This is an optimization exercise on Yosys and OpenROAD, whose aim is small area, a short achievable clock period and few clock cycles per item, not a production implementation.
In this exercise RTL edits were held to simulation tests only and were not proved equivalent to the original.

==> flow/design.v, too long to show whole: its modules and the start of the top module <==
// module pcc_ram: 39 lines
// module pcc_div: 36 lines
// module pcc_wrom: 523 lines
// module pcc_mac_tree: 440 lines
// module piecewise_cosine_curve_eval: 313 lines
module piecewise_cosine_curve_eval
#(
  parameter int MAX_KNOTS  = 8,
  parameter int PHASE_BITS = 10
) (
  input  logic               clk_i,
  input  logic               rst_ni,
  input  logic               in_valid_i,
  output logic               in_stall_o,
  input  logic               kind_i,
  input  logic [2:0]         knot_index_i,
  input  logic signed [15:0] knot_x_i,
  input  logic signed [15:0] knot_y_i,
  input  logic signed [15:0] query_x_i,
  output logic               out_valid_o,
  input  logic               out_stall_i,
  output logic signed [15:0] height_o,
  output logic               in_segment_o,
  input  logic               psel,
  input  logic               penable,
  input  logic               pwrite,
  input  logic [2:0]         paddr,
  input  logic [31:0]        pwdata,
  output logic [31:0]        prdata,
  output logic               pready
);
  // ...
==> flow/run.sh <==
#!/bin/bash
# synth_recipe.tcl (not shown) runs the flow's synth.tcl, then flattens the netlist and writes it again
# the make line also repeats each setting of config.mk as NAME=value (left out here)
make -C /OpenROAD-flow-scripts/flow DESIGN_CONFIG=/design/flow/config.mk WORK_HOME=/design/flow/orfs CLKGATE_MAP_FILE= SYNTH_SCRIPT=/design/flow/synth_recipe.tcl finish
==> flow/config.mk <==
export PLATFORM = sky130hd
export DESIGN_NAME = piecewise_cosine_curve_eval
export DESIGN_NICKNAME = piecewise_cosine_curve_eval
export VERILOG_FILES = /design/flow/design.v
export SDC_FILE = /design/flow/constraint.sdc
export NUM_CORES = 4
export LEC_CHECK = 0
export CAP_MARGIN = 50
export CORE_MARGIN = 2
export CORE_UTILIZATION = 60
export CTS_CLUSTER_DIAMETER = 120
export CTS_CLUSTER_SIZE = 22
export PLACE_DENSITY = 0.7
export SLEW_MARGIN = 70
export SYNTH_MEMORY_MAX_BITS = 16384
==> flow/constraint.sdc <==
create_clock -name core_clock -period 13.0 [get_ports {clk_i}]
set_input_delay 2.6000 -clock core_clock [delete_from_list [all_inputs] [get_ports {clk_i}]]
set_output_delay 2.6000 -clock core_clock [all_outputs]
set_load 0.01 [all_outputs]
==> run notes, run 1 <==
outcome=no timing/DRC/antenna violations; worst r2r src=pf7_q[1]$_SDFFCE_PP0N_; most common cell after layout, fill and taps aside=edfxtp_1; Synth cell types=88; fin crit share=0.349; worst min path class=reg2reg; Cell Count, Final, Fillers Out=6823; Clock Latency Late Sink=0.68 ns; Sinks on Clock Net=940; multi-input combinational gate total=3885; fill cell count=7703; Yosys top cell by area=edfxtp_1; GR Util met1=0.410; worst setup path class=reg2reg; DR WL met3=12.0 mm; Die Height=323 um; Non-CTS buffers=305; top flop regs=u_ram.g_slot.x_q: 128 flops, u_ram.g_slot.y_q: 128 flops; R2R Setup Slk=8.47 ns; synth cell count leaders=edfxtp_1, ha_1, nor2_1; I/O Pins=146; Synth Cell Area=61000 um2; met3 usage=0.0463; EDFF count, synth=889; RR Endpoint=wt9_q[3]$_SDFFCE_PP0N_; Hold Crit Start=ya2_q[3]$_DFFE_PN_; remaining global-route overflow=0; post-CTS setup buffers=0; # resized after CTS=0; Fin Hold WS=0.396 ns
Testbench counts, summed over its fixed seeds: cycles 2,328, items 1,920.
==> run 2, diff against run 1 <==
--- a/flow/config.mk
+++ b/flow/config.mk
@@ -9,6 +9,5 @@
 export CORE_MARGIN = 2
-export CORE_UTILIZATION = 60
+export CORE_UTILIZATION = 40
 export CTS_CLUSTER_DIAMETER = 120
 export CTS_CLUSTER_SIZE = 22
-export PLACE_DENSITY = 0.7
 export SLEW_MARGIN = 70
==> run 2 against run 1 <==
Still clean. Cell area up 1.6%. Synthesized area unchanged. Non-clock buffer count up 12. Worst setup slack better by 0.065 ns. Count of clock-buffer cells in the layout up 15. Utilization down 22 points. Die area up 49%. First-iteration DRC count down 18%. Largest cell class unchanged. Highest routed layer unchanged.
==> run notes, run 2 <==
outcome=no timing/DRC/antenna violations (unchanged); Sinks on Clock Net=940 (unchanged); remaining global-route overflow=0 (unchanged); Port Buffers=126 (unchanged); final setup vio count=0 (unchanged); cell with the most instances after synthesis=edfxtp_1 (unchanged); EDFF count, synth=889 (unchanged); Initial DRT Pass Iterations=9 (unchanged); DRC viols=0 (unchanged); gr usage total=0.199 (was 0.301); CP Launch Type=flip-flop (unchanged); Clock Path Buffers=3 (unchanged); DIE WIDTH=394 um (was 323 um); clock tree root driver cell=clkbuf_16 (unchanged); initial antenna violation count=5 (was 2); most common cell after layout, fill and taps aside=edfxtp_1 (unchanged); total CTS buffers=51 (was 49); Starting Density=0.402 (was 0.607); Post-Place Cell Area=65800 um2 (was 65000 um2); layout cells sized above 1=0.112 (was 0.109); Synth Cell Area=61000 um2 (unchanged); ys flop type=edfxtp_1 (unchanged); Hold Fails Final Rpt=0 (unchanged); multi-input logic area=31600 um2 (about the same); clock transition at the registers of the reported paths=0.10 ns (was 0.09 ns); CP required=13.54 ns (was 13.41 ns); dominant cells by area after synthesis=edfxtp_1, ha_1, fa_1 (unchanged); I/O Pins=146 (unchanged); Yosys top cell area share=0.438 (unchanged); number of global-route vias before repair=43622 (was 43267); CP endpoint kind=flip-flop (unchanged); vias per cell=5.79 (was 6.50); Final Cell Area=67700 um2 (was 66600 um2); largest net degree at the start of global routing=76 (was 78); fin. max-slew vios=0 (unchanged); fin crit share=0.344 (was 0.349); row cnt=143 (was 116); crit-path max FO=7 (was 18); WP data arrival=5.00 ns (was 4.94 ns); Slew HR=0.661; Gate Count Post-Synth=5365 (unchanged); worst setup path class=reg2reg (unchanged); initial DRC count=3930 (was 4764); Die Area=156000 um2 (was 104000 um2); Max-Cap Viols=0 (unchanged); TritonCTS clock tree=done (unchanged); final antenna-violating net count=0 (unchanged); Final Skew=0.0619 ns (was 0.0465 ns); Yosys top cell by area=edfxtp_1 (unchanged); Synth cell types=88 (unchanged); min Tclk post-route=4.47 ns (was 4.53 ns); Synth-to-Final Area Change=10.9% (was 9.17%); fmax=224 MHz (was 221 MHz); Mean Syn Cell Area=11.4 um2 (unchanged); Post-Route WL=159 mm (about the same); wire per inst=21.1 um (was 23.2 um); fill cell count=13959 (was 7703); synth cell count leaders=edfxtp_1, ha_1, nor2_1 (unchanged); top flop regs=u_ram.g_slot.x_q: 128 flops, u_ram.g_slot.y_q: 128 flops (unchanged); H-tree levels=2 (unchanged); Synthesized Nets=6084 (unchanged); Die Height=394 um (was 323 um); Reg area=27900 um2 (unchanged); Layout Nets=6185 (was 6171); # diodes=0 (unchanged); post-DP HPWL=116 mm (was 117 mm); Hold Buf Count CTS=0 (unchanged); Post-synth ARST share=0.0372 (unchanged); commonest cells after routing, fill and taps aside=edfxtp_1, ha_1, nor2_1 (unchanged); post-CTS setup buffers=0 (unchanged); RSZ-0062 raised after global routing=no (unchanged); worst min path class=reg2reg (unchanged); Clock Latency Late Sink=0.71 ns (was 0.68 ns); setup TNS=0 ns (unchanged); vias=43594 (was 44348); synthesized flop and latch total=940 (unchanged); Yosys Warn Count=24 (unchanged); first-pass GRT wire length=249 mm (was 245 mm); Final GP Congestion=0.930 (was 0.957); worst slew pin tran=0.508 ns; Seq/Total Area, Yosys=0.457 (unchanged); # resized after CTS=0 (unchanged); Core Area=152000 um2 (was 100000 um2)
## run 2: cell count changes in the layout (fill, tap and decap cells not counted), sizes merged
cell	before	now
clkdlybuf4s50	124	125
clkbuf	63	76
clkinv	6	12
clkinvlp	2	1
dlymetal6s2s	0	1
buf	177	189
## run 2: path summary, 6_finish.rpt
kind,start,endpoint,slack [ns],depth (start not counted)
min,dp_q[0][1]$_DFFE_PN_,dp_q[1][3]$_DFFE_PN_,0.39,0
max in group asynchronous,rst_ni,go_q$_DFF_PN1_,10.93,1
max,first1_q[0]$_DFFE_PN_,ofs2_q[14]$_DFFE_PN_,8.53,16
min reg2reg,dp_q[0][1]$_DFFE_PN_,dp_q[1][3]$_DFFE_PN_,0.39,0
min in group asynchronous,rst_ni,v0_q$_DFFE_PN0N_,1.77,1
max reg2reg,first1_q[0]$_DFFE_PN_,ofs2_q[14]$_DFFE_PN_,8.53,16
## run 2: final cells by class
cell class | instances | area share
multi-input cells | 3885 | 0.467
flip-flops and latches | 940 | 0.412
repair buffers | 317 | 0.0449
well taps | 2030 | 0.0375
clock buffers | 74 | 0.0201
inverters | 271 | 0.0153
clock inverters | 11 | 0.00266
## run 2: logic make-up (layout without fill, tap and decap cells)
| logic type | after synthesis | count (layout) | share of synthesized area |
|---|---|---|---|
| buf+inv | 540 | 673 | 0.0347 |
| simple gates | 1198 | 1198 | 0.0925 |
| other cells | 1 | 1 | 0.0000615 |
| fa+ha+maj | 640 | 640 | 0.152 |
| compound gates | 1433 | 1433 | 0.162 |
| mux | 367 | 367 | 0.0661 |
| xor+xnor | 246 | 246 | 0.0355 |
| flops | 940 | 940 | 0.457 |
## run 2: per-stage QoR
step | hold WS (ns) | setup WS [ns] | cells | utilization
finish | 0.391 | 8.53 | 7528 | 0.446
global placement | 0.400 | 7.83 | 7325 | 0.424
floorplan | 0.400 | 2.41 | 5365 | -
detailed placement | 0.405 | 8.51 | 7428 | 0.434
global route | 0.398 | 8.09 | 7528 | 0.446
CTS | 0.391 | 8.40 | 7513 | 0.444
## run 2: per-layer routing
layer  GRT usage  share of wire  vias to the layer above
met3      0.0242          0.061                      283
met4      0.0611          0.030                        4
met5           0        0.00017                        -
met2       0.338           0.48                     1491
met1       0.267           0.43                    21237
li1            -              -                    20579
## run 2: worst max-delay path, cell delays in order, from the launching register on
cell,delay (ns)
edfxtp_1,0.54
buf_4,0.23
buf_2,0.18
a222oi_1,0.33
nand3_1,0.20
ha_1,0.37
nor2b_1,0.14
o21ai_0,0.21
a21boi_0,0.17
o21ai_0,0.21
a21boi_0,0.14
o21ai_0,0.26
a21oi_1,0.15
o41ai_2,0.25
buf_1,0.21
or4b_2,0.59
o211ai_1,0.11
==> run 3, diff against run 2 <==
--- a/flow/config.mk
+++ b/flow/config.mk
@@ -9,5 +9,6 @@
 export CORE_MARGIN = 2
-export CORE_UTILIZATION = 40
-export CTS_CLUSTER_DIAMETER = 120
-export CTS_CLUSTER_SIZE = 22
+export CORE_UTILIZATION = 65
+export CTS_CLUSTER_DIAMETER = 140
+export CTS_CLUSTER_SIZE = 26
+export PLACE_DENSITY = 0.75
 export SLEW_MARGIN = 70
==> run 3 against run 2 <==
Clock skew fell by 0.015 ns. Synthesized cell count stayed put. Via count is 2.7% higher. First-iteration DRC count grew 41%. Cell area fell by 2.1%. Synthesized area stayed put. Non-clock buffer count stayed put.
==> run notes, run 3 <==
Gate Count Post-Synth=5365 (unchanged); Yosys top cell area share=0.438 (unchanged); Synthesized Nets=6084 (unchanged); Final Core Density=0.711 (was 0.446); fill cell count=6617 (was 13959); fin. max-slew vios=0 (unchanged); DRC viols=0 (unchanged); worst slew pin tran=0.497 ns (was 0.508 ns); vias=44770 (was 43594); Sinks on Clock Net=940 (unchanged); CP endpoint kind=flip-flop (unchanged); most common cell after layout, fill and taps aside=edfxtp_1 (unchanged); ys flop type=edfxtp_1 (unchanged); initial antenna violation count=4 (was 5); remaining global-route overflow=0 (unchanged); fmax=226 MHz (was 224 MHz); TritonCTS clock tree=done (unchanged); critical-path cell list=buf_2, buf_4, buf_4, a22oi_1, nand3_1, ha_1, fa_1, a21o_1, a21oi_1, o21bai_1, a21o_1, a21oi_1, o21ai_0, a21oi_1, nor2b_1, o41ai_1, xnor2_1 (was buf_4, buf_2, a222oi_1, nand3_1, ha_1, nor2b_1, o21ai_0, a21boi_0, o21ai_0, a21boi_0, o21ai_0, a21oi_1, o41ai_2, buf_1, or4b_2, o211ai_1); Slew HR=0.665 (was 0.661); pre-CTS setup slack=8.70 ns (was 8.51 ns); Synth-to-Final Area Change=8.64% (was 10.9%); row cnt=112 (was 143); post-CTS setup buffers=0 (unchanged); Clock Latency Late Sink=0.67 ns (was 0.71 ns); DIE WIDTH=310 um (was 394 um); Synth cell types=88 (unchanged); Crit path top cell by count=a21oi_1 (was o21ai_0); H-tree levels=2 (unchanged); Clock Path Buffers=3 (unchanged); # resized after CTS=0 (unchanged); Starting Density=0.654 (was 0.402); gr usage total=0.329 (was 0.199); top flop regs=u_ram.g_slot.x_q: 128 flops, u_ram.g_slot.y_q: 128 flops (unchanged); EDFF count, synth=889 (unchanged); Yosys Warn Count=24 (unchanged); number of global-route vias before repair=43096 (was 43622); Port Buffers=126 (unchanged); clock transition at the registers of the reported paths=0.11 ns (was 0.10 ns); Hold Buf Count CTS=0 (unchanged); Post-Route WL=159 mm (about the same); Die Area=96300 um2 (was 156000 um2); layout cells sized above 1=0.110 (was 0.112); synthesized flop and latch total=940 (unchanged); vias per cell=6.66 (was 5.79); initial DRC count=5547 (was 3930); Max-Cap Viols=0 (unchanged); dominant cells by area after synthesis=edfxtp_1, ha_1, fa_1 (unchanged); setup TNS=0 ns (unchanged); clock tree root driver cell=clkbuf_16 (unchanged); outcome=no timing/DRC/antenna violations (unchanged); Cell Count, Final, Fillers Out=6723 (was 7528); CP max stage delay=0.53 ns (was 0.59 ns); Mean Syn Cell Area=11.4 um2 (unchanged); slowest CP cell=edfxtp_1 (was or4b_2); Final GP Congestion=1.01 (was 0.930); Core Area=93200 um2 (was 152000 um2); final setup vio count=0 (unchanged); final antenna-violating net count=0 (unchanged); commonest cells after routing, fill and taps aside=edfxtp_1, ha_1, nor2_1 (unchanged); Post-synth ARST share=0.0372 (unchanged); total CTS buffers=42 (was 51); worst min path class=reg2reg (unchanged); cell with the most instances after synthesis=edfxtp_1 (unchanged); crit-path max FO=18 (was 7); WP data arrival=4.83 ns (was 5.00 ns); fin worst setup slack=8.58 ns (was 8.53 ns); placed insts=6658 (was 7428); first-pass GRT wire length=245 mm (was 249 mm); RSZ-0062 raised after global routing=no (unchanged); Layout Nets=6176 (was 6185); Final Skew=0.0473 ns (was 0.0619 ns); CP Launch Type=flip-flop (unchanged); CP required=13.42 ns (was 13.54 ns); worst setup path class=reg2reg (unchanged); min Tclk post-route=4.42 ns (was 4.47 ns); Hold Fails Final Rpt=0 (unchanged); wire per inst=23.7 um (was 21.1 um); Die Height=310 um (was 394 um); I/O Pins=146 (unchanged); Yosys top cell by area=edfxtp_1 (unchanged); post-DP HPWL=116 mm (about the same); synth cell count leaders=edfxtp_1, ha_1, nor2_1 (unchanged); Seq/Total Area, Yosys=0.457 (unchanged); fin crit share=0.340 (was 0.344); Synth Cell Area=61000 um2 (unchanged); Initial DRT Pass Iterations=9 (unchanged); largest net degree at the start of global routing=70 (was 76)
## run 3: stage by stage
| step | cell area, um2 | hold slack [ns] |
|---|---|---|
| after floorplan | 61000 | 0.400 |
| after global placement | 63400 | 0.401 |
| after detailed placement | 64800 | 0.405 |
| after CTS | 66000 | 0.412 |
| after global routing | 66300 | 0.410 |
| final | 66300 | 0.407 |
## run 3: cells by family (layout without fill, tap and decap cells)
| kind of cell | Yosys count | after routing | synth area share |
|---|---|---|---|
| XOR/XNOR | 246 | 246 | 0.0355 |
| multiplexers | 367 | 367 | 0.0661 |
| other | 1 | 3 | 0.0000615 |
| buffers and inverters | 540 | 642 | 0.0347 |
| flip-flops | 940 | 940 | 0.457 |
| adder cells (fa/ha/maj) | 640 | 640 | 0.152 |
| AND/OR/NAND/NOR | 1198 | 1198 | 0.0925 |
| AO/OA/AOI/OAI | 1433 | 1433 | 0.162 |
## run 3: final cells by class
cell class | instances | area, um2 | share of cell area
multi-input cells | 3885 | 31700 | 0.478
flip-flops and latches | 940 | 27900 | 0.421
repair buffers | 317 | 2920 | 0.0440
well taps | 1254 | 1570 | 0.0237
clock buffers | 50 | 1100 | 0.0166
inverters | 271 | 1020 | 0.0155
clock inverters | 4 | 56.3 | 0.000850
diodes | 2 | 5.00 | 0.0000755
## run 3: layer usage
metal	part of all wire	track usage	vias up
li1	-	-	20550
met1	0.41	0.445	21660
met2	0.47	0.534	2129
met3	0.083	0.0546	425
met4	0.040	0.129	6
met5	0.00021	0	-
## run 3: critical path, delay by kind of cell (launching register included)
kind	cells	cell delay [ns]
buf+inv	3	0.65
simple gates	2	0.20
fa+ha+maj	2	0.66
compound gates	9	2.02
flops	1	0.53
xor+xnor	1	0.10
## run 3: final timing paths
| check | startpoint | slack (ns) | cells after the start | end |
|---|---|---|---|---|
| max | first1_q[0]$_DFFE_PN_ | 8.58 | 17 | nw2_q[14]$_DFFE_PN_ |
| max reg2reg | first1_q[0]$_DFFE_PN_ | 8.58 | 17 | nw2_q[14]$_DFFE_PN_ |
| max in group asynchronous | rst_ni | 10.83 | 1 | go_q$_DFF_PN1_ |
| min | dya_q[2][15]$_DFFE_PN_ | 0.41 | 0 | dya_q[3][15]$_DFFE_PN_ |
| min reg2reg | dya_q[2][15]$_DFFE_PN_ | 0.41 | 0 | dya_q[3][15]$_DFFE_PN_ |
| min in group asynchronous | rst_ni | 1.86 | 1 | base_height_q[7]$_DFFE_PN0P_ |
==> run 4, diff against run 3 <==
--- a/flow/config.mk
+++ b/flow/config.mk
@@ -7,3 +7,3 @@
 export LEC_CHECK = 0
-export CAP_MARGIN = 50
+export CAP_MARGIN = 60
 export CORE_MARGIN = 2
@@ -13,3 +13,3 @@
 export PLACE_DENSITY = 0.75
-export SLEW_MARGIN = 70
+export SLEW_MARGIN = 80
 export SYNTH_MEMORY_MAX_BITS = 16384
==> run 4 against run 3 <==
Count of clock-buffer cells in the layout stayed put. Via count is 3.5% higher. Largest cell class unchanged. Cell count is 4.0% higher. Critical endpoint is now ofs2_q[11]$_DFFE_PN_. Non-clock buffer count is 270 higher. Sequential share of layout area is 2.9 points lower. Synthesized cell count stayed put. First-iteration DRC count is 1.2% lower. Worst setup slack worse by 0.87 ns. Cell area is 7.3% higher. Clock skew is 0.018 ns lower.
==> run notes, run 4 <==
layout cells sized above 1=0.183 (was 0.110); wire per inst=23.8 um (was 23.7 um); row cnt=112 (unchanged); worst min path class=reg2reg (unchanged); Hold Fails Final Rpt=0 (unchanged); CP endpoint kind=flip-flop (unchanged); multi-input logic area=33400 um2 (was 31700 um2); CP required=13.42 ns (about the same); Yosys Warn Count=24 (unchanged); H-tree levels=2 (unchanged); total CTS buffers=42 (unchanged); synthesized flop and latch total=940 (unchanged); min Tclk post-route=5.29 ns (was 4.42 ns); gr usage total=0.342 (was 0.329); initial antenna violation count=5 (was 4); critical path's top delay family=buffers and inverters (was compound AO/OA/AOI/OAI gates); DIE WIDTH=310 um (unchanged); commonest cells after routing, fill and taps aside=edfxtp_1, ha_1, nor2_1 (unchanged); setup TNS=0 ns (unchanged); CP max stage delay=0.57 ns (was 0.53 ns); most common cell after layout, fill and taps aside=edfxtp_1 (unchanged); Mean Syn Cell Area=11.4 um2 (unchanged); Synth Cell Area=61000 um2 (unchanged); Post-Route WL=166 mm (was 159 mm); Gate Count Post-Synth=5365 (unchanged); Final Core Density=0.763 (was 0.711); Die Height=310 um (unchanged); Synthesized Nets=6084 (unchanged); vias=46320 (was 44770); Synth-to-Final Area Change=16.6% (was 8.64%); fin crit share=0.407 (was 0.340); vias per cell=6.63 (was 6.66); dominant cells by area after synthesis=edfxtp_1, ha_1, fa_1 (unchanged); Crit path top cell by count=clkdlybuf4s50_1 (was a21oi_1); Post-Place Cell Area=68700 um2 (was 64800 um2); Starting Density=0.654 (unchanged); TritonCTS clock tree=done (unchanged); CP Launch Type=flip-flop (unchanged); # resized after CTS=0 (unchanged); critical-path cell list=clkdlybuf4s15_2, buf_2, clkdlybuf4s15_2, buf_4, a222oi_1, clkdlybuf4s50_1, nand3_1, ha_1, nand3_1, nand2_1, a41o_1, o41ai_2, clkdlybuf4s50_1, clkdlybuf4s50_1, clkdlybuf4s50_1, xnor2_1 (was buf_2, buf_4, buf_4, a22oi_1, nand3_1, ha_1, fa_1, a21o_1, a21oi_1, o21bai_1, a21o_1, a21oi_1, o21ai_0, a21oi_1, nor2b_1, o41ai_1, xnor2_1); worst setup path class=reg2reg (unchanged); outcome=no timing/DRC/antenna violations (unchanged); synth cell count leaders=edfxtp_1, ha_1, nor2_1 (unchanged); fill cell count=6032 (was 6617); EDFF count, synth=889 (unchanged); top flop regs=u_ram.g_slot.x_q: 128 flops, u_ram.g_slot.y_q: 128 flops (unchanged); slowest CP cell=clkdlybuf4s50_1 (was edfxtp_1); Clock Latency Late Sink=0.66 ns (was 0.67 ns); final antenna-violating net count=0 (unchanged); Initial DRT Pass Iterations=9 (unchanged); Port Buffers=126 (unchanged); Seq/Total Area, Yosys=0.457 (unchanged); RSZ-0062 raised after global routing=no (unchanged); Final Skew=0.0298 ns (was 0.0473 ns); Hold Buf Count CTS=0 (unchanged); fin. max-slew vios=0 (unchanged); Core Area=93200 um2 (unchanged); fin worst setup slack=7.71 ns (was 8.58 ns); post-CTS setup buffers=0 (unchanged); Yosys top cell area share=0.438 (unchanged); pre-CTS setup slack=7.84 ns (was 8.70 ns); final setup vio count=0 (unchanged); Final Cell Area=71100 um2 (was 66300 um2); largest net degree at the start of global routing=48 (was 70); Sinks on Clock Net=940 (unchanged); fmax=189 MHz (was 226 MHz); number of global-route vias before repair=45271 (was 43096); Reg area=27900 um2 (about the same); Yosys top cell by area=edfxtp_1 (unchanged); Layout Nets=6446 (was 6176); Die Area=96300 um2 (unchanged); Buf/Inv on CP=8 (was 3); clock tree root driver cell=clkbuf_16 (unchanged); Clock Path Buffers=3 (unchanged); post-DP HPWL=125 mm (was 116 mm); # diodes=0 (was 2); cell with the most instances after synthesis=edfxtp_1 (unchanged); DRC viols=0 (unchanged); ys flop type=edfxtp_1 (unchanged); Post-synth ARST share=0.0372 (unchanged); initial DRC count=5483 (was 5547); Final GP Congestion=1.01 (unchanged); remaining global-route overflow=0 (unchanged); Max-Cap Viols=0 (unchanged); I/O Pins=146 (unchanged); crit-path max FO=18 (unchanged); WP data arrival=5.71 ns (was 4.83 ns); clock transition at the registers of the reported paths=0.10 ns (was 0.11 ns); Synth cell types=88 (unchanged); first-pass GRT wire length=255 mm (was 245 mm)
==> run 4: changes by cell type in the layout (fill, tap and decap cells not counted), sizes merged <==
cell and delta:
clkdlybuf4s50 +31, clkbuf +46, clkdlybuf4s15 +39, clkinv -1, inv +1, buf +89, diode -2, clkdlybuf4s25 +3
clkdlybuf4s18 +62
==> run 4: stage by stage <==
| stage | cells | hold slack [ns] |
|---|---|---|
| floorplan | 5365 | 0.400 |
| global placement | 6549 | 0.401 |
| detailed placement | 6872 | 0.405 |
| CTS | 6926 | 0.422 |
| global route | 6991 | 0.426 |
| finish | 6991 | 0.411 |
==> run 4: cells by family after synthesis <==
| group | synth area share |
|---|---|
| AO/OA/AOI/OAI | 0.162 |
| adder cells (fa/ha/maj) | 0.152 |
| buffers and inverters | 0.0347 |
| AND/OR/NAND/NOR | 0.0925 |
| other | 0.0000615 |
| flip-flops | 0.457 |
| multiplexers | 0.0661 |
| XOR/XNOR | 0.0355 |
==> run 4: path summary, 6_finish.rpt <==
path	startpoint	endpoint	slack, ns	cells past startpoint
setup / recovery	first1_q[0]$_DFFE_PN_	ofs2_q[11]$_DFFE_PN_	7.71	16
hold / removal	dyb_q[1][3]$_DFFE_PN_	dyb_q[2][3]$_DFFE_PN_	0.41	0
setup reg to reg	first1_q[0]$_DFFE_PN_	ofs2_q[11]$_DFFE_PN_	7.71	16
hold reg to reg	dyb_q[1][3]$_DFFE_PN_	dyb_q[2][3]$_DFFE_PN_	0.41	0
max in group asynchronous	rst_ni	go_q$_DFF_PN1_	10.81	2
min in group asynchronous	rst_ni	base_height_q[6]$_DFFE_PN0P_	1.75	1
==> run 4: layer usage <==
| metal | routed length, um | track usage | up-vias | share of wire |
|---|---|---|---|---|
| met2 | 79700 | 0.568 | 2270 | 0.48 |
| met5 | 46 | 0 | - | 0.00028 |
| li1 | - | - | 21071 | - |
| met3 | 13600 | 0.0534 | 487 | 0.082 |
| met4 | 6800 | 0.133 | 8 | 0.041 |
| met1 | 66100 | 0.455 | 22484 | 0.40 |
==> run 4: area by class of cell <==
| cell class | instances | area share |
|---|---|---|
| multi-input combinational | 3885 | 0.470 |
| clock buffer | 50 | 0.0155 |
| timing repair buffer | 587 | 0.0848 |
| inverter | 271 | 0.0145 |
| sequential | 940 | 0.393 |
| tap | 1254 | 0.0221 |
| clock inverter | 4 | 0.000792 |
==> run 5, diff against run 4 <==
--- a/flow/config.mk
+++ b/flow/config.mk
@@ -7,9 +7,9 @@
 export LEC_CHECK = 0
-export CAP_MARGIN = 60
+export CAP_MARGIN = 50
 export CORE_MARGIN = 2
-export CORE_UTILIZATION = 65
+export CORE_UTILIZATION = 55
 export CTS_CLUSTER_DIAMETER = 140
 export CTS_CLUSTER_SIZE = 26
-export PLACE_DENSITY = 0.75
-export SLEW_MARGIN = 80
+export PLACE_DENSITY = 0.7
+export SLEW_MARGIN = 70
 export SYNTH_MEMORY_MAX_BITS = 16384
==> run 5 against run 4 <==
Largest cell class unchanged. Hold slack better by 0.0089 ns. First-iteration DRC count shrank 17%. Critical path type is now reg2out. Wire length down 5.0%. Still clean on timing, DRC and antenna. Sequential share of layout area grew 2.7 points. Critical path depth is 15 lower. Synthesized area stayed put. Utilization decreased by 16 points. Cell area fell by 6.5%.
==> run notes, run 5 <==
fill cell count=8876 (was 6032); ys flop type=edfxtp_1 (unchanged); DRC viols=0 (unchanged); CP Launch Type=flip-flop (unchanged); largest net degree at the start of global routing=79 (was 48); Synth Cell Area=61000 um2 (unchanged); post-DP HPWL=116 mm (was 125 mm); layout cells sized above 1=0.107 (was 0.183); Die Area=114000 um2 (was 96300 um2); R2R Setup Slk=8.76 ns (was 7.71 ns); Crit. Startpoint=prdata_q[15]$_SDFF_PN0_ (was first1_q[0]$_DFFE_PN_); Yosys top cell by area=edfxtp_1 (unchanged); worst setup path class=reg2out (was reg2reg); Clock Latency Late Sink=0.67 ns (was 0.66 ns); Core Area=110000 um2 (was 93200 um2); fin crit share=0.335 (was 0.407); setup TNS=0 ns (unchanged); fmax=230 MHz (was 189 MHz); final antenna-violating net count=0 (unchanged); final setup vio count=0 (unchanged); Synth-to-Final Area Change=9.06% (was 16.6%); Synth cell types=88 (unchanged); CP endpoint kind=output port (was flip-flop); fin. max-slew vios=0 (unchanged); H-tree levels=2 (unchanged); clock tree root driver cell=clkbuf_16 (unchanged); first-pass GRT wire length=245 mm (was 255 mm); Port Buffers=126 (unchanged); RR Endpoint=ofs2_q[14]$_DFFE_PN_ (was ofs2_q[11]$_DFFE_PN_); EDFF count, synth=889 (unchanged); total CTS buffers=42 (unchanged); Max-Cap Viols=0 (unchanged); vias per cell=6.38 (was 6.63); Gate Count Post-Synth=5365 (unchanged); wire per inst=22.7 um (was 23.8 um); Yosys top cell area share=0.438 (unchanged); Seq/Total Area, Yosys=0.457 (unchanged); row cnt=122 (was 112); Initial DRT Pass Iterations=9 (unchanged); Hold Fails Final Rpt=0 (unchanged); Final Skew=0.0374 ns (was 0.0298 ns); clock transition at the registers of the reported paths=0.10 ns (about the same); outcome=no timing/DRC/antenna violations (unchanged); Final GP Congestion=0.970 (was 1.01); # resized after CTS=0 (unchanged); Starting Density=0.553 (was 0.654); initial DRC count=4542 (was 5483); placed insts=6878 (was 6872); gr usage total=0.276 (was 0.342); min Tclk post-route=4.35 ns (was 5.29 ns); Post-synth ARST share=0.0372 (unchanged); synth cell count leaders=edfxtp_1, ha_1, nor2_1 (unchanged); Synthesized Nets=6084 (unchanged); Hold Crit Start=yb2_q[13]$_DFFE_PN_ (was dyb_q[1][3]$_DFFE_PN_); Buf/Inv on CP=1 (was 8); Fin Hold WS=0.420 ns (was 0.411 ns); CP max stage delay=0.61 ns (was 0.57 ns); CP required=10.40 ns (was 13.42 ns); critical path's top delay family=buffers and inverters (unchanged); vias=44382 (was 46320); WP data arrival=1.75 ns (was 5.71 ns); critical-path cell list=clkdlybuf4s50_1 (was clkdlybuf4s15_2, buf_2, clkdlybuf4s15_2, buf_4, a222oi_1, clkdlybuf4s50_1, nand3_1, ha_1, nand3_1, nand2_1, a41o_1, o41ai_2, clkdlybuf4s50_1, clkdlybuf4s50_1, clkdlybuf4s50_1, xnor2_1); Hold Buf Count CTS=0 (unchanged); TritonCTS clock tree=done (unchanged); DIE WIDTH=337 um (was 310 um); commonest cells after routing, fill and taps aside=edfxtp_1, ha_1, nor2_1 (unchanged); worst min path class=reg2reg (unchanged); initial antenna violation count=1 (was 5); end point of the critical path=prdata[17] (was ofs2_q[11]$_DFFE_PN_); R2R depth=14 (was 16); Layout Nets=6164 (was 6446); top flop regs=u_ram.g_slot.x_q: 128 flops, u_ram.g_slot.y_q: 128 flops (unchanged); synthesized flop and latch total=940 (unchanged); Cell Count, Final, Fillers Out=6952 (was 6991); post-CTS setup buffers=0 (unchanged); I/O Pins=146 (unchanged); Yosys Warn Count=24 (unchanged); number of global-route vias before repair=43275 (was 45271); worst r2r src=first1_q[6]$_DFFE_PN_ (was first1_q[0]$_DFFE_PN_); Post-Route WL=158 mm (was 166 mm); cell with the most instances after synthesis=edfxtp_1 (unchanged); RSZ-0062 raised after global routing=no (unchanged); Die Height=337 um (was 310 um); dominant cells by area after synthesis=edfxtp_1, ha_1, fa_1 (unchanged); crit-path max FO=17 (was 18); Levels on crit path=1 (was 16); most common cell after layout, fill and taps aside=edfxtp_1 (unchanged); Mean Syn Cell Area=11.4 um2 (unchanged); Sinks on Clock Net=940 (unchanged); Clock Path Buffers=3 (unchanged); remaining global-route overflow=0 (unchanged); slowest CP cell=clkdlybuf4s50_1 (unchanged)
==> run 5: cell counts after synthesis <==
No cell type changed its count.
==> run 5: layout make-up <==
type	count	area (um2)	area share
Clock inverter	4	61.3	0.000922
Sequential cell	940	27900	0.419
Timing Repair Buffer	305	2930	0.0440
Inverter	271	1020	0.0154
Clock buffer	58	1110	0.0167
Antenna cell	1	2.50	0.0000376
Tap cell	1488	1860	0.0280
Multi-Input combinational cell	3885	31600	0.475
==> run 5: cells by family (layout without fill, tap and decap cells) <==
| family | Yosys count | in the layout | share of synthesized area |
|---|---|---|---|
| compound gates | 1433 | 1433 | 0.162 |
| other cells | 1 | 2 | 0.0000615 |
| buf+inv | 540 | 638 | 0.0347 |
| fa+ha+maj | 640 | 640 | 0.152 |
| xor+xnor | 246 | 246 | 0.0355 |
| simple gates | 1198 | 1198 | 0.0925 |
| mux | 367 | 367 | 0.0661 |
| flops | 940 | 940 | 0.457 |
==> run 5: metrics by stage <==
stage	setup WS, ns	cell area [um2]	util
after floorplan	2.41	61000	-
after global placement	7.62	63800	0.578
after detailed placement	8.71	65100	0.590
after CTS	8.39	66300	0.601
after global routing	8.43	66500	0.603
final	8.65	66500	0.603
==> run 5: routing by layer <==
layer	up-vias	global-route usage	part of all wire
met5	-	0	0
met3	375	0.0408	0.074
met1	21567	0.378	0.42
met2	1930	0.443	0.46
met4	0	0.113	0.041
li1	20510	-	-
==> run 5: how the worst min path moves through the flow <==
stage | end | slack [ns] | cells after the start
final | dyb_q[0][13]$_DFFE_PN_ | 0.42 | 0
after global routing | dyb_q[3][9]$_DFFE_PN_ | 0.43 | 0
after CTS | dyb_q[0][13]$_DFFE_PN_ | 0.42 | 0
after detailed placement | b9_q[11]$_DFFE_PN_ | 0.40 | 0
after global placement | h7_q$_DFFE_PN_ | 0.40 | 0
after floorplan | b9_q[0]$_DFFE_PN_ | 0.40 | 0
==> run 6, diff against run 5 <==
--- a/flow/config.mk
+++ b/flow/config.mk
@@ -9,6 +9,6 @@
 export CORE_MARGIN = 2
-export CORE_UTILIZATION = 55
+export CORE_UTILIZATION = 50
 export CTS_CLUSTER_DIAMETER = 140
 export CTS_CLUSTER_SIZE = 26
-export PLACE_DENSITY = 0.7
+export PLACE_DENSITY = 0.65
 export SLEW_MARGIN = 70
==> run 6 against run 5 <==
Wire length down 0.40%. Global-route usage down 3.0 points. Count of clock-buffer cells in the layout down 8. First-iteration DRC count up 3.2%. Critical path type is now reg2reg. Synthesized area unchanged.
==> run notes, run 6 <==
final setup vio count=0 (unchanged); setup TNS=0 ns (unchanged); crit-path max FO=32 (was 17); vias=43920 (was 44382); Hold Buf Count CTS=0 (unchanged); post-DP HPWL=115 mm (was 116 mm); worst slew pin tran=0.497 ns; Synth-to-Final Area Change=9.52% (was 9.06%); most common cell after layout, fill and taps aside=edfxtp_1 (unchanged); Final Cell Area=66800 um2 (was 66500 um2); ys flop type=edfxtp_1 (unchanged); post-CTS setup buffers=0 (unchanged); initial antenna violation count=4 (was 1); Final Skew=0.0477 ns (was 0.0374 ns); Hold Fails Final Rpt=0 (unchanged); post-synthesis adder-cell area fraction=0.152 (unchanged); TritonCTS clock tree=done (unchanged); Cell Count, Final, Fillers Out=7095 (was 6952); layout cells sized above 1=0.111 (was 0.107); min Tclk post-route=4.35 ns (about the same); Yosys Warn Count=24 (unchanged); wire per inst=22.2 um (was 22.7 um); Post-Place Cell Area=65300 um2 (was 65100 um2); largest net degree at the start of global routing=73 (was 79); initial DRC count=4688 (was 4542); Mean Syn Cell Area=11.4 um2 (unchanged); placed insts=7024 (was 6878); Post-Route WL=157 mm (was 158 mm); Sinks on Clock Net=940 (unchanged); dominant cells by area after synthesis=edfxtp_1, ha_1, fa_1 (unchanged); Port Buffers=126 (unchanged); CP required=13.49 ns (was 10.40 ns); Gate Count Post-Synth=5365 (unchanged); cell with the most instances after synthesis=edfxtp_1 (unchanged); Yosys top cell area share=0.438 (unchanged); Clock Latency Late Sink=0.68 ns (was 0.67 ns); RSZ-0062 raised after global routing=no (unchanged); fmax=230 MHz (about the same); synth cell count leaders=edfxtp_1, ha_1, nor2_1 (unchanged); Compound-Gate Fraction of Synth Area=0.162 (unchanged); synthesized flop and latch total=940 (unchanged); Die Height=353 um (was 337 um); Die Area=125000 um2 (was 114000 um2); Simple-Gate Fraction of Synth Area=0.0925 (unchanged); worst min path class=reg2reg (unchanged); Clock Path Buffers=3 (unchanged); DIE WIDTH=353 um (was 337 um); fin crit share=0.335 (about the same); Post-synth ARST share=0.0372 (unchanged); clock transition at the registers of the reported paths=0.10 ns (about the same); Final GP Congestion=0.978 (was 0.970); EDFF count, synth=889 (unchanged); multiplexer share of the synthesized area=0.0661 (unchanged); fill cell count=10350 (was 8876); WP data arrival=4.84 ns (was 1.75 ns); Seq/Total Area, Yosys=0.457 (unchanged); clock tree root driver cell=clkbuf_16 (unchanged); Starting Density=0.502 (was 0.553); largest family of logic cells by synthesized area=compound AO/OA/AOI/OAI gates (unchanged); final antenna-violating net count=0 (unchanged); gr usage total=0.246 (was 0.276); Slew HR=0.667; Synthesized Nets=6084 (unchanged); fin. max-slew vios=0 (unchanged); row cnt=128 (was 122); CP Launch Type=flip-flop (unchanged); remaining global-route overflow=0 (unchanged); worst setup path class=reg2reg (was reg2out); Core Area=121000 um2 (was 110000 um2); vias per cell=6.19 (was 6.38); number of global-route vias before repair=42973 (was 43275); Synth Cell Area=61000 um2 (unchanged); Synth cell types=88 (unchanged); CP endpoint kind=flip-flop (was output port); first-pass GRT wire length=245 mm (about the same); outcome=no timing/DRC/antenna violations (unchanged); commonest cells after routing, fill and taps aside=edfxtp_1, ha_1, nor2_1 (unchanged); total CTS buffers=42 (unchanged); Initial DRT Pass Iterations=10 (was 9); I/O Pins=146 (unchanged); Layout Nets=6176 (was 6164); top flop regs=u_ram.g_slot.x_q: 128 flops, u_ram.g_slot.y_q: 128 flops (unchanged); Yosys top cell by area=edfxtp_1 (unchanged); DRC viols=0 (unchanged); Max-Cap Viols=0 (unchanged); # resized after CTS=0 (unchanged); H-tree levels=2 (unchanged); Synth Area in XOR/XNOR=0.0355 (unchanged)
-- run 6: final timing paths --
path / endpoint / slack [ns] / cells after the start / from
max: ofs2_q[14]$_DFFE_PN_ / 8.65 / 15 / first1_q[2]$_DFFE_PN_
min: dyb_q[1][0]$_DFFE_PN_ / 0.41 / 0 / dyb_q[0][0]$_DFFE_PN_
max reg2reg: ofs2_q[14]$_DFFE_PN_ / 8.65 / 15 / first1_q[2]$_DFFE_PN_
min reg2reg: dyb_q[1][0]$_DFFE_PN_ / 0.41 / 0 / dyb_q[0][0]$_DFFE_PN_
max in group asynchronous: go_q$_DFF_PN1_ / 10.89 / 1 / rst_ni
min in group asynchronous: base_height_q[10]$_DFFE_PN0P_ / 1.79 / 1 / rst_ni
-- run 6: final cells by class --
cell class	count	area (um2)	share of cell area
diodes	1	2.50	0.0000375
clock inverters	6	105	0.00157
flip-flops and latches	940	27900	0.418
inverters	271	1030	0.0154
repair buffers	317	2960	0.0444
multi-input cells	3885	31700	0.474
clock buffers	50	1080	0.0162
well taps	1625	2030	0.0304
-- run 6: stage by stage --
stage	worst slack [ns]	utilization	hold WS [ns]
final	8.65	0.550	0.408
after CTS	8.42	0.547	0.401
after detailed placement	8.61	0.538	0.405
after global routing	8.37	0.550	0.422
after floorplan	2.41	-	0.400
after global placement	7.82	0.526	0.402
-- run 6: critical path, stage by stage, from the launching register on --
cell and delay [ns]:
edfxtp_1 0.37, buf_4 0.28, a222oi_1 0.35, and3_1 0.33, ha_1 0.24, fa_1 0.22, nor2b_1 0.05, o21ai_0 0.19
a21boi_0 0.15, o21ai_0 0.30, a21boi_0 0.20, o21ai_0 0.25, a21oi_1 0.18, o41ai_4 0.33, or4b_2 0.61, o211ai_1 0.11
-- run 6: cell families (layout without fill, tap and decap cells) --
kind of cell             Yosys count  in the layout
XOR/XNOR                         246            246
AND/OR/NAND/NOR                 1198           1198
multiplexers                     367            367
AO/OA/AOI/OAI                   1433           1433
other                              1              2
adder cells (fa/ha/maj)          640            640
flip-flops                       940            940
buffers and inverters            540            644
-- run 6: per-layer routing --
layer,part of all wire,track usage
met1,0.44,0.351
met2,0.46,0.390
met3,0.076,0.0404
met4,0.027,0.0686
met5,0.000051,0
==> run 7, diff against run 6 <==
--- a/flow/config.mk
+++ b/flow/config.mk
@@ -7,9 +7,9 @@
 export LEC_CHECK = 0
-export CAP_MARGIN = 50
+export CAP_MARGIN = 40
 export CORE_MARGIN = 2
-export CORE_UTILIZATION = 50
+export CORE_UTILIZATION = 55
 export CTS_CLUSTER_DIAMETER = 140
 export CTS_CLUSTER_SIZE = 26
-export PLACE_DENSITY = 0.65
-export SLEW_MARGIN = 70
+export PLACE_DENSITY = 0.7
+export SLEW_MARGIN = 60
 export SYNTH_MEMORY_MAX_BITS = 16384
==> run 7 against run 6 <==
Count of clock-buffer cells in the layout increased by 8. Synthesized cell count unchanged. Register-to-register slack got worse by 0.15 ns. Utilization rose by 4.5 points. Non-clock buffer count down 78. Cell count shrank 2.9%. Via count shrank 0.17%. Sequential share of layout area rose by 0.70 points. Wire length up 0.16%. Global-route usage grew 2.8 points.
==> run notes, run 7 <==
outcome=no timing/DRC/antenna violations (unchanged); layout cells sized above 1=0.0869 (was 0.111); min Tclk post-route=4.57 ns (was 4.35 ns); post-CTS setup buffers=0 (unchanged); final antenna-violating net count=0 (unchanged); M2 GR Usage=0.442 (was 0.390); GR Util met1=0.376 (was 0.351); CP Launch Type=flip-flop (unchanged); vias per cell=6.37 (was 6.19); Yosys Warn Count=24 (unchanged); clock tree root driver cell=clkbuf_16 (unchanged); Post-synth ARST share=0.0372 (unchanged); Hold Fails Final Rpt=0 (unchanged); ys flop type=edfxtp_1 (unchanged); worst setup path class=reg2out (was reg2reg); RSZ-0062 raised after global routing=no (unchanged); gr usage total=0.275 (was 0.246); Final Skew=0.0249 ns (was 0.0477 ns); fin worst setup slack=8.43 ns (was 8.65 ns); # diodes=0 (was 1); Port Buffers=126 (unchanged); worst min path class=reg2reg (unchanged); fin. max-slew vios=0 (unchanged); cell with the most instances after synthesis=edfxtp_1 (unchanged); total CTS buffers=42 (unchanged); number of global-route vias before repair=42609 (was 42973); Synth Cell Area=61000 um2 (unchanged); row cnt=122 (was 128); post-DP HPWL=114 mm (was 115 mm); Buf/Inv on CP=1 (unchanged); wire per inst=22.9 um (was 22.2 um); most common cell after layout, fill and taps aside=edfxtp_1 (unchanged); Yosys top cell by area=edfxtp_1 (unchanged); DRC viols=0 (unchanged); EDFF count, synth=889 (unchanged); Seq/Total Area, Yosys=0.457 (unchanged); Final GP Congestion=0.970 (was 0.978); Slew HR=0.578 (was 0.667); DIE WIDTH=337 um (was 353 um); placed insts=6818 (was 7024); setup TNS=0 ns (unchanged); CP max stage delay=0.65 ns (was 0.61 ns); pre-CTS setup slack=8.63 ns (was 8.61 ns); CP required=10.40 ns (was 13.49 ns); slowest CP cell=dfxtp_1 (was or4b_2); Sinks on Clock Net=940 (unchanged); fin crit share=0.351 (was 0.335); Synth-to-Final Area Change=7.71% (was 9.52%); Gate Count Post-Synth=5365 (unchanged); clock transition at the registers of the reported paths=0.11 ns (was 0.10 ns); Cell Count, Final, Fillers Out=6886 (was 7095); Mean Syn Cell Area=11.4 um2 (unchanged); Post-Route WL=158 mm (was 157 mm); fill cell count=8950 (was 10350); fmax=219 MHz (was 230 MHz); grt peak-use layer=met2 (unchanged); initial antenna violation count=4 (unchanged); Final Core Density=0.595 (was 0.550); met3 usage=0.0449 (was 0.0404); crit-path max FO=17 (was 32); Max-Cap Viols=0 (unchanged); critical-path cell list=clkdlybuf4s50_1 (was buf_4, a222oi_1, and3_1, ha_1, fa_1, nor2b_1, o21ai_0, a21boi_0, o21ai_0, a21boi_0, o21ai_0, a21oi_1, o41ai_4, or4b_2, o211ai_1); # resized after CTS=0 (unchanged); remaining global-route overflow=0 (unchanged); multi-input logic area=31300 um2 (was 31700 um2); Clock Path Buffers=3 (unchanged); Yosys top cell area share=0.438 (unchanged); initial DRC count=4704 (was 4688); Layout Nets=6098 (was 6176); Clock Latency Late Sink=0.67 ns (was 0.68 ns); Die Area=114000 um2 (was 125000 um2); critical path's top delay family=flip-flops (was compound AO/OA/AOI/OAI gates); largest net degree at the start of global routing=104 (was 73); top flop regs=u_ram.g_slot.x_q: 128 flops, u_ram.g_slot.y_q: 128 flops (unchanged); final setup vio count=0 (unchanged); synth cell count leaders=edfxtp_1, ha_1, nor2_1 (unchanged); H-tree levels=2 (unchanged); CP endpoint kind=output port (was flip-flop); Hold Buf Count CTS=0 (unchanged); dominant cells by area after synthesis=edfxtp_1, ha_1, fa_1 (unchanged); WP data arrival=1.97 ns (was 4.84 ns); Reg area=27900 um2 (about the same); commonest cells after routing, fill and taps aside=edfxtp_1, ha_1, nor2_1 (unchanged); Initial DRT Pass Iterations=9 (was 10); vias=43846 (was 43920); Starting Density=0.553 (was 0.502); Core Area=110000 um2 (was 121000 um2); first-pass GRT wire length=244 mm (was 245 mm); worst slew pin tran=0.631 ns (was 0.497 ns); TritonCTS clock tree=done (unchanged); Fin Hold WS=0.424 ns (was 0.408 ns); Synth cell types=88 (unchanged); Synthesized Nets=6084 (unchanged); Die Height=337 um (was 353 um); synthesized flop and latch total=940 (unchanged); I/O Pins=146 (unchanged)
[run 7: cell counts after synthesis]
Identical to the previous run, type by type.
[run 7: layout make-up]
type                    count  area share
well taps                1488      0.0283
clock inverters             5    0.000971
multi-input cells        3885       0.477
flip-flops and latches    940       0.425
inverters                 271      0.0156
clock buffers              58      0.0169
repair buffers            239      0.0366
[run 7: stage by stage]
step	cell area, um2
4_1_cts	65500
5_1_grt	65700
2_1_floorplan	61000
3_5_place_dp	64400
6_report	65700
3_3_place_gp	63800
[run 7: cell families (layout without fill, tap and decap cells)]
logic type / Yosys count / count (layout) / share of synthesized area
adders and majority gates: 640 / 640 / 0.152
and+or+nand+nor: 1198 / 1198 / 0.0925
buffers and inverters: 540 / 573 / 0.0347
other: 1 / 1 / 0.0000615
AOI/OAI and AO/OA: 1433 / 1433 / 0.162
DFF: 940 / 940 / 0.457
muxes: 367 / 367 / 0.0661
xor gates and xnor gates: 246 / 246 / 0.0355
[run 7: worst paths after layout]
| check | end | slack (ns) | cells after the start | start |
|---|---|---|---|---|
| max in group asynchronous | go_q$_DFF_PN1_ | 10.80 | 2 | rst_ni |
| hold reg to reg | dyb_q[3][9]$_DFFE_PN_ | 0.42 | 0 | dyb_q[2][9]$_DFFE_PN_ |
| min in group asynchronous | base_height_q[8]$_DFFE_PN0P_ | 1.76 | 1 | rst_ni |
| setup reg to reg | wt9_q[1]$_SDFFCE_PP0N_ | 8.50 | 12 | pf7_q[0]$_SDFFCE_PP0N_ |
| setup / recovery | prdata[17] | 8.43 | 1 | prdata_q[15]$_SDFF_PN0_ |
| hold / removal | dyb_q[3][9]$_DFFE_PN_ | 0.42 | 0 | dyb_q[2][9]$_DFFE_PN_ |
[run 7: per-layer routing]
layer	wire length, um	vias up
met5	9	-
met4	5830	2
met3	11800	351
met2	73000	1890
met1	66900	21217
li1	-	20386

==> separate check: timing with driven ports <==
The results above use ideal ports. As a check the final layouts listed here were re-extracted and re-timed, cells and wires unchanged.
Step 1, drivers: a clkbuf_16 drives clk_i and a buf_2 each remaining input, both assumed.
Step 2 moves the port delays by t, midway between the first and last clock arrival at a register: inputs arrive t later, outputs are due t later. That takes back most of the time a late clock gives input paths.
a / b / c = no drivers / after step 1 / after step 2; a / b = the first two.
run | t (ns) | slack for setup (ns) | latest minus earliest clock arrival (ns)
run 1 | 0.731 | 8.466 / 8.466 / 8.466 | 0.049 / 0.048
run 2 | 0.758 | 8.531 / 8.531 / 8.531 | 0.070 / 0.069
run 3 | 0.716 | 8.581 / 8.564 / 8.581 | 0.049 / 0.049
run 4 | 0.726 | 7.713 / 7.713 / 7.713 | 0.034 / 0.035
run 5 | 0.726 | 8.649 / 8.574 / 8.685 | 0.039 / 0.039
run 6 | 0.728 | 8.651 / 8.584 / 8.647 | 0.051 / 0.051
run 7 | 0.732 | 8.434 / 8.361 / 8.499 | 0.031 / 0.031
After both steps every run listed still meets setup and hold. The setup slack of run 6, which loses most, moves by -0.067 ns with the drivers and by -0.004 ns with both steps.
